Background: an optimization exercise with open tools, aiming at small area, a short achievable clock period and few clock cycles. Do not read the settings as production practice.

==> module perceptron_trainer_fixed, before the edit <==
module perceptron_trainer_fixed
#(
    parameter int             tam        = 16,
    parameter logic [tam-1:0] LR         = 16'h0400,
    parameter int             MAX_EPOCHS = 32
) (
    input  logic                 clk,
    input  logic                 rst,
    input  logic                 start,
    input  logic [3:0][tam-1:0]  in1,
    input  logic [3:0][tam-1:0]  in2,
    input  logic [3:0][tam-1:0]  d,
    input  logic [tam-1:0]       w0_init,
    input  logic [tam-1:0]       w1_init,
    input  logic [tam-1:0]       w2_init,
    output logic [tam-1:0]       w0,
    output logic [tam-1:0]       w1,
    output logic [tam-1:0]       w2,
    output logic                 busy,
    output logic                 done,
    output logic                 converged,
    output logic [7:0]           epoch_cnt
);
    logic           busy_q, done_q, conv_q;
    logic [tam-1:0] w0_q, w1_q, w2_q;
    logic [tam-1:0] x1_q, x2_q;
    logic [7:0]     x1o_q, x1t_q, x2o_q, x2t_q;    
    logic           t_q;
    logic [1:0]     idx_q, streak_q;
    logic [5:0]     epoch_q;
    logic           accept, pos, err, fin, clean4, last;
    logic [1:0]     nidx;
    logic [tam-1:0] nx1, nx2;
    logic [tam-1:0] dx1, dx2, u0, u1, u2;
    assign accept = start && !busy_q;
    function automatic logic [7:0] b_one(input logic [tam-1:0] x);
        for (int k = 0; k < 8; k++)
            b_one[k] = x[2*k] ^ ((k == 0) ? 1'b0 : x[2*k-1]);
    endfunction
    function automatic logic [7:0] b_two(input logic [tam-1:0] x);
        logic h, m, l;
        for (int k = 0; k < 8; k++) begin
            h = x[2*k+1];
            m = x[2*k];
            l = (k == 0) ? 1'b0 : x[2*k-1];
            b_two[k] = (h & ~m & ~l) | (~h & m & l);
        end
    endfunction
    fixed_mul_q u_mac (
        .w0(w0_q),
        .w1(w1_q), .x1(x1_q), .x1one(x1o_q), .x1two(x1t_q),
        .w2(w2_q), .x2(x2_q), .x2one(x2o_q), .x2two(x2t_q),
        .pos(pos)
    );
    assign err = pos != t_q;
    assign dx1 = {{2{x1_q[tam-1]}}, x1_q[tam-1:2]};
    assign dx2 = {{2{x2_q[tam-1]}}, x2_q[tam-1:2]};
    assign u0  = {w0_q[tam-1:10] + (t_q ? 6'h01 : 6'h3F), w0_q[9:0]};
    assign u1  = w1_q + (dx1 ^ {tam{~t_q}}) + {{(tam-1){1'b0}}, ~t_q};
    assign u2  = w2_q + (dx2 ^ {tam{~t_q}}) + {{(tam-1){1'b0}}, ~t_q};
    assign last   = (idx_q == 2'd3);
    assign clean4 = (streak_q == 2'd3) && !err;
    assign fin    = clean4 || (last && epoch_q == 6'(MAX_EPOCHS));
    assign nidx   = busy_q ? idx_q + 2'd1 : 2'd0;
    assign nx1    = in1[nidx];
    assign nx2    = in2[nidx];
    always_ff @(posedge clk) begin
        if (rst) begin
            busy_q <= 1'b0;
            done_q <= 1'b0;
        end else if (accept) begin
            busy_q <= 1'b1;
            done_q <= 1'b0;
        end else if (busy_q && fin) begin
            busy_q <= 1'b0;
            done_q <= 1'b1;
        end
    end
    always_ff @(posedge clk) begin
        x1_q  <= nx1;
        x2_q  <= nx2;
        x1o_q <= b_one(nx1);
        x1t_q <= b_two(nx1);
        x2o_q <= b_one(nx2);
        x2t_q <= b_two(nx2);
        t_q  <= (d[nidx] != '0);
        if (accept) begin
            w0_q     <= w0_init;
            w1_q     <= w1_init;
            w2_q     <= w2_init;
            idx_q    <= 2'd0;
            streak_q <= 2'd0;
            epoch_q  <= 6'd1;
        end else if (busy_q) begin
            if (err) begin
                w0_q <= u0;
                w1_q <= u1;
                w2_q <= u2;
            end
            idx_q    <= idx_q + 2'd1;
            streak_q <= err ? 2'd0 : streak_q + 2'd1;
            if (last && !fin) epoch_q <= epoch_q + 6'd1;
            conv_q <= clean4;
        end
    end
    assign w0        = w0_q;
    assign w1        = w1_q;
    assign w2        = w2_q;
    assign busy      = busy_q;
    assign done      = done_q;
    assign converged = conv_q;
    assign epoch_cnt = {2'b00, epoch_q};
endmodule
==> flow/config.mk <==
export PLATFORM = sky130hd
export DESIGN_NAME = perceptron_trainer_fixed
export DESIGN_NICKNAME = perceptron_trainer_fixed
export VERILOG_FILES = /design/flow/design.v
export SDC_FILE = /design/flow/constraint.sdc
export NUM_CORES = 4
export LEC_CHECK = 0
export CAP_MARGIN = 20
export CORE_MARGIN = 2
export CORE_UTILIZATION = 40
export CTS_BUF_LIST = sky130_fd_sc_hd__clkbuf_8
export SLEW_MARGIN = 20
export SYNTH_HIERARCHICAL = 1
export SYNTH_MINIMUM_KEEP_SIZE = 0
export TNS_END_PERCENT = 10
==> flow/constraint.sdc <==
create_clock -name core_clock -period 13.0 [get_ports {clk}]
set_input_delay 2.6000 -clock core_clock [delete_from_list [all_inputs] [get_ports {clk}]]
set_output_delay 2.6000 -clock core_clock [all_outputs]
set_load 0.01 [all_outputs]
standard.sh (not shown) runs the stock make flow with config.mk's settings and CLKGATE_MAP_FILE= SYNTH_SCRIPT=/design/flow/synth_recipe.tcl, a recipe that flattens the netlist after the stock synthesis.
==> flow/flow/run.sh <==
#!/bin/bash
set -euo pipefail
export SETUP_SLACK_MARGIN="$(cat flow/setup_margin)"
# Port buffers: the smallest plain buffer rather than buffer_ports' default pick.
export BUFFER_PORTS_ARGS="-buffer_cell sky130_fd_sc_hd__buf_1"
bash standard.sh finish > flow_make.log 2>&1
==> flow/flow/setup_margin <==
6
The baseline finished with timing, DRC and antenna clean.
Rerun with:
--- a/flow/design.v
+++ b/flow/design.v
@@ -1495,33 +1495,40 @@
             busy_q <= 1'b0;
             done_q <= 1'b1;
         end
     end
     always_ff @(posedge clk) begin
+        if (rst) begin
+            w0_q <= '0;
+            w1_q <= '0;
+            w2_q <= '0;
+        end else if (accept) begin
+            w0_q <= w0_init;
+            w1_q <= w1_init;
+            w2_q <= w2_init;
+        end else if (busy_q && err) begin
+            w0_q <= u0;
+            w1_q <= u1;
+            w2_q <= u2;
+        end
+    end
+    always_ff @(posedge clk) begin
         x1_q  <= nx1;
         x2_q  <= nx2;
         x1o_q <= b_one(nx1);
         x1t_q <= b_two(nx1);
         x2o_q <= b_one(nx2);
         x2t_q <= b_two(nx2);
         t_q  <= (d[nidx] != '0);
         if (accept) begin
-            w0_q     <= w0_init;
-            w1_q     <= w1_init;
-            w2_q     <= w2_init;
             idx_q    <= 2'd0;
             streak_q <= 2'd0;
-            epoch_q  <= 6'd1;
+            epoch_q  <= 6'd0;
         end else if (busy_q) begin
-            if (err) begin
-                w0_q <= u0;
-                w1_q <= u1;
-                w2_q <= u2;
-            end
             idx_q    <= idx_q + 2'd1;
             streak_q <= err ? 2'd0 : streak_q + 2'd1;
-            if (last && !fin) epoch_q <= epoch_q + 6'd1;
+            if (idx_q == 2'd0) epoch_q <= epoch_q + 6'd1;
             conv_q <= clean4;
         end
     end
     assign w0        = w0_q;
     assign w1        = w1_q;
Effect:
- The new run went through all stages and came out clean
- cell count hardly moves
- die area drops by 0.42%
- design area is lower by 3.1%
- first-iteration DRC count came out lower by 7.2%
- utilization falls by 1.3 points
- area after synthesis falls by 0.42%
No functional check of the RTL was part of any run of this note.

-- afterwards: timing with drivers on the ports --
In the flow no input, the clock included, has a driving cell. The finished layouts below were timed again as built, in two steps. Step 1 (the two cells are an assumption about what drives the block):
set clk [get_ports {clk}]
set_driving_cell -lib_cell sky130_fd_sc_hd__clkbuf_16 $clk
set_driving_cell -lib_cell sky130_fd_sc_hd__buf_2 [delete_from_list [all_inputs] $clk]
Step 2 moves the port delays by t, midway between the first and last clock arrival at a register: inputs arrive t later, outputs are due t later. That takes back most of the time a late clock gives input paths. Three values: ideal ports, drivers, drivers and shift; two values: the first two.
| run | t, ns | slack for setup (ns) | slew at the worst register clock pin (ns) | worst slew at a driven data input, ns |
|---|---|---|---|---|
| the first run | 0.562 | 6.284 / 6.284 / 6.284 | 0.10 / 0.10 | 0.11 |
| the second run | 0.569 | 6.200 / 6.200 / 6.200 | 0.11 / 0.11 | 0.06 |
After both steps setup and hold are still met in every run listed.
